This is an optimization exercise on Yosys and OpenROAD, whose aim is small area, a short achievable clock period and few clock cycles per item, not a production implementation. In this exercise RTL edits were held to simulation tests only and were not proved equivalent to the original.

== north ==
==> flow/design.v (excerpt) <==
module rs_bm_decoder (
    input  wire         i_clock,
    input  wire         i_arst_n,
    input  wire         i_start,
    input  wire  [47:0] i_synd,
    output logic [35:0] o_locator,
    output logic        o_ready
);
clock: 19.0 ns
lec_check: 0
cap_margin: 20
core_margin: 2
core_utilization: 40
slew_margin: 20
standard.sh (not shown) runs the stock make flow with config.mk's settings and CLKGATE_MAP_FILE= SYNTH_SCRIPT=/design/flow/synth_recipe.tcl, a recipe that flattens the netlist after the stock synthesis.
==> flow/flow/run.sh <==
#!/bin/bash
# The standard layout (standard.sh) with two changes:
#  - synthesis maps the logic with flow/abc.script in place of ORFS's
#    abc_speed.script; everything else in synthesis (register mapping,
#    flattening, renaming) is synth_recipe.tcl as is;
#  - the port buffers that global placement inserts are sky130_fd_sc_hd__buf_1
#    rather than the cell buffer_ports picks by itself (a delay cell);
#  - after synthesis, flow/upsize_regs.tcl gives the registers with many
#    loads the next drive strength of their own flip-flop type.
set -euo pipefail
work=$(cd "$(dirname "$0")/.." && pwd)
cat > "$work/own_synth.tcl" <<TCL
# Yosys's abc with this flow's script; every other argument as ORFS gives it
proc abc {args} {
  set i [lsearch -exact \$args -script]
  if { \$i >= 0 } { lset args [expr { \$i + 1 }] {$work/flow/abc.script} }
  yosys abc {*}\$args
}
source {$work/synth_recipe.tcl}
TCL
args=(SYNTH_SCRIPT="$work/own_synth.tcl" "BUFFER_PORTS_ARGS=-buffer_cell sky130_fd_sc_hd__buf_1")
bash "$work/standard.sh" "${args[@]}" synth > "$work/flow_make_synth.log" 2>&1
SYNTH_ODB="$work/orfs/results/$FLOW_PLATFORM/rs_bm_decoder/base/1_synth.odb" \
LIB_FILE="$FLOW_HOME/platforms/$FLOW_PLATFORM/lib/sky130_fd_sc_hd__tt_025C_1v80.lib" \
  openroad -no_splash -exit "$work/flow/upsize_regs.tcl" > "$work/upsize_regs.log" 2>&1
bash "$work/standard.sh" "${args[@]}" finish > "$work/flow_make.log" 2>&1
==> flow/flow/abc.script <==
strash
&get -n
&st
&dch
&nf -R 1000
&put
topo
stime -c
upsize -c
dnsize -c
==> flow/flow/upsize_regs.tcl <==
# Give the registers that drive many loads a stronger flip-flop of the same
# kind (drive strength only): C, the multiplier taps Q1..Q3 of the syndromes,
# XB1 and the busy flag.
read_db $::env(SYNTH_ODB)
read_liberty $::env(LIB_FILE)
set n 0
foreach inst [get_cells *] {
  set name [get_property $inst name]
  set m [get_property $inst ref_name]
  if { $m eq "sky130_fd_sc_hd__dfxtp_1" && [regexp {^(c_q|q_q\[[123]\]|xb1_q)} $name] } {
    replace_cell $inst sky130_fd_sc_hd__dfxtp_2
    incr n
  } elseif { $m eq "sky130_fd_sc_hd__dfrtp_1" && [regexp {^busy_q} $name] } {
    replace_cell $inst sky130_fd_sc_hd__dfrtp_2
    incr n
  }
}
puts "upsized $n registers"
write_db $::env(SYNTH_ODB)
The flow did not stop early for north: all stages ran, and the layout cleared the timing, DRC and antenna checks.
Testbench counts of north, summed over its fixed seeds: cycles 9,223, decodes 1,600.
The following lists how south was set up differently from north:
==> flow/flow/run.sh <==
#!/bin/bash
# The standard layout (standard.sh), with one change: synthesis maps the logic
# with flow/abc.script in place of ORFS's abc_speed.script. Everything else in
# synthesis (register mapping, flattening, renaming) is synth_recipe.tcl as is.
set -euo pipefail
work=$(cd "$(dirname "$0")/.." && pwd)
cat > "$work/own_synth.tcl" <<TCL
# Yosys's abc with this flow's script; every other argument as ORFS gives it
proc abc {args} {
  set i [lsearch -exact \$args -script]
  if { \$i >= 0 } { lset args [expr { \$i + 1 }] {$work/flow/abc.script} }
  yosys abc {*}\$args
}
source {$work/synth_recipe.tcl}
TCL
bash "$work/standard.sh" SYNTH_SCRIPT="$work/own_synth.tcl" finish > "$work/flow_make.log" 2>&1
==> flow/flow/abc.script <==
strash
&get -n
&st
&dch
&nf -R 1000
&put
topo
stime -c
buffer -c
upsize -c
dnsize -c
removed: flow/flow/upsize_regs.tcl
south vs north — floorplan core area climbed by a few percent.
## Diff of input files: east against south
==> flow/flow/run.sh <==
#!/bin/bash
# The standard layout (standard.sh) with two changes:
#  - synthesis maps the logic with flow/abc.script in place of ORFS's
#    abc_speed.script; everything else in synthesis (register mapping,
#    flattening, renaming) is synth_recipe.tcl as is;
#  - the port buffers that global placement inserts are sky130_fd_sc_hd__buf_1
#    rather than the cell buffer_ports picks by itself (a delay cell);
#  - after synthesis, flow/upsize_regs.tcl gives the registers with many
#    loads the next drive strength of their own flip-flop type.
set -euo pipefail
work=$(cd "$(dirname "$0")/.." && pwd)
cat > "$work/own_synth.tcl" <<TCL
# Yosys's abc with this flow's script; every other argument as ORFS gives it
proc abc {args} {
  set i [lsearch -exact \$args -script]
  if { \$i >= 0 } { lset args [expr { \$i + 1 }] {$work/flow/abc.script} }
  yosys abc {*}\$args
}
source {$work/synth_recipe.tcl}
TCL
args=(SYNTH_SCRIPT="$work/own_synth.tcl" SETUP_SLACK_MARGIN=13.2 "BUFFER_PORTS_ARGS=-buffer_cell sky130_fd_sc_hd__buf_1")
bash "$work/standard.sh" "${args[@]}" synth > "$work/flow_make_synth.log" 2>&1
SYNTH_ODB="$work/orfs/results/$FLOW_PLATFORM/rs_bm_decoder/base/1_synth.odb" \
LIB_FILE="$FLOW_HOME/platforms/$FLOW_PLATFORM/lib/sky130_fd_sc_hd__tt_025C_1v80.lib" \
  openroad -no_splash -exit "$work/flow/upsize_regs.tcl" > "$work/upsize_regs.log" 2>&1
bash "$work/standard.sh" "${args[@]}" finish > "$work/flow_make.log" 2>&1
==> flow/flow/upsize_regs.tcl (new file) <==
# Give the registers that drive many loads a stronger flip-flop of the same
# kind (drive strength only): C, the multiplier taps Q1..Q3 of the syndromes,
# XB1 and the busy flag.
read_db $::env(SYNTH_ODB)
read_liberty $::env(LIB_FILE)
set n 0
foreach inst [get_cells *] {
  set name [get_property $inst name]
  set m [get_property $inst ref_name]
  if { $m eq "sky130_fd_sc_hd__dfxtp_1" && [regexp {^(c_q|q_q\[[123]\]|xb1_q)} $name] } {
    replace_cell $inst sky130_fd_sc_hd__dfxtp_2
    incr n
  } elseif { $m eq "sky130_fd_sc_hd__dfrtp_1" && [regexp {^busy_q} $name] } {
    replace_cell $inst sky130_fd_sc_hd__dfrtp_2
    incr n
  }
}
puts "upsized $n registers"
write_db $::env(SYNTH_ODB)
--- outcome ---
The critical path endpoint comes out ib_d_q[1] in one run and ib_d_q[0] in the other, namely in east and south respectively. east vs. south: total met3 wirelength after detailed routing has decreased; fmax saw an increase; multi-input combinational cell area up 330 sq um. Max wire length across east and south: east. Of east and south, south shows the lower fraction of area in registers, with east above it.
Changes in west relative to east:
==> flow/run.sh (new file) <==
#!/bin/bash
# synth_recipe.tcl (not shown) runs the flow's synth.tcl, then flattens the netlist and writes it again
# the make line also repeats each setting of config.mk as NAME=value (left out here)
make -C /OpenROAD-flow-scripts/flow DESIGN_CONFIG=/design/flow/config.mk WORK_HOME=/design/flow/orfs CLKGATE_MAP_FILE= SYNTH_SCRIPT=/design/flow/synth_recipe.tcl finish
removed: flow/flow/run.sh
removed: flow/flow/abc.script
removed: flow/flow/upsize_regs.tcl
removed: flow/standard.sh
[summary]
Number of DRC markers in iteration 0 went up by more than 10% going from east to west. Density: west sparser than east. Comparing west and east, worst hold slack across all endpoints is lower on west. Floorplan die area: west > east. In west the routed length on met1 turned out about 8% higher than in east. When the final numbers for west and east were put side by side, the number of distinct library cells after synthesis turned out to be greater in west. Measured against each other, west and east differ in core area, the lower figure coming from east. west finished all stages; the layout is clean. west ended up with q_q[0][6] as its worst setup path endpoint; east ended up with ib_d_q[1]. When west is measured against east, its non-clock inverter total of the final layout turns out about 11% lower.
Inputs modified between west and middle:
==> flow/flow/run.sh (new file) <==
#!/bin/bash
# The standard layout (standard.sh) with two changes:
#  - synthesis maps the logic with flow/abc.script in place of ORFS's
#    abc_speed.script; everything else in synthesis (register mapping,
#    flattening, renaming) is synth_recipe.tcl as is;
#  - the port buffers that global placement inserts are sky130_fd_sc_hd__buf_2
#    rather than the cell buffer_ports picks by itself (a delay cell).
set -euo pipefail
work=$(cd "$(dirname "$0")/.." && pwd)
cat > "$work/own_synth.tcl" <<TCL
# Yosys's abc with this flow's script; every other argument as ORFS gives it
proc abc {args} {
  set i [lsearch -exact \$args -script]
  if { \$i >= 0 } { lset args [expr { \$i + 1 }] {$work/flow/abc.script} }
  yosys abc {*}\$args
}
source {$work/synth_recipe.tcl}
TCL
bash "$work/standard.sh" SYNTH_SCRIPT="$work/own_synth.tcl" \
  "BUFFER_PORTS_ARGS=-buffer_cell sky130_fd_sc_hd__buf_2" finish > "$work/flow_make.log" 2>&1
==> flow/flow/abc.script (new file) <==
strash
&get -n
&st
&dch
&nf -R 1000
&put
topo
stime -c
buffer -c
upsize -c
dnsize -c
==> flow/standard.sh (new file) <==
#!/bin/bash
# synth_recipe.tcl (not shown) runs the flow's synth.tcl, then flattens the netlist and writes it again
# the make line also repeats each setting of config.mk as NAME=value (left out here)
make -C /OpenROAD-flow-scripts/flow DESIGN_CONFIG=/design/flow/config.mk WORK_HOME=/design/flow/orfs CLKGATE_MAP_FILE= SYNTH_SCRIPT=/design/flow/synth_recipe.tcl "${@:-finish}"
removed: flow/run.sh
Results
Summary of middle over west: worst slack after detailed placement now sits higher, number of cells produced by synthesis now sits lower, detailed-route wire length now sits lower. Summary of middle over west: area fraction of clock buffers and clock inverters saw an increase; cell area after layout saw a decrease.

[separate check: timing with driven ports]
The flow's constraints put no driver on any port. The routed layouts listed below were extracted and timed again, unchanged, in two steps. Step 1, drivers: a clkbuf_16 drives i_clock and a buf_2 each remaining input, both assumed. Step 2 adds t to the input delays and takes it off the output delays; t is the mean of the earliest and latest rising clock arrival at the registers after step 1. Input paths then give back, and output paths get back, about the clock's delay inside the block. Three values: ideal ports, drivers, drivers and shift; two values: the first two.
| run | t, ns | setup slack, ns | hold slack, ns | worst setup path at the end | cell pins on the clock port's net |
|---|---|---|---|---|---|
| north | 0.409 | 12.853 / 12.853 / 12.584 | 0.439 / 0.439 / 0.439 | input to register | 1 |
| south | 0.405 | 12.545 / 12.553 / 12.148 | 0.437 / 0.437 / 0.437 | input to register | 1 |
| east | 0.406 | 13.340 / 13.365 / 12.958 | 0.432 / 0.432 / 0.432 | input to register | 1 |
| west | 0.405 | 12.571 / 12.571 / 12.262 | 0.419 / 0.419 / 0.419 | input to register | 1 |
| middle | 0.404 | 12.925 / 12.925 / 12.645 | 0.429 / 0.429 / 0.429 | input to register | 1 |
After both steps setup and hold are still met in every run listed. For south, which loses most, drivers alone change the setup slack by +0.008 ns; drivers and shift together by -0.397 ns.
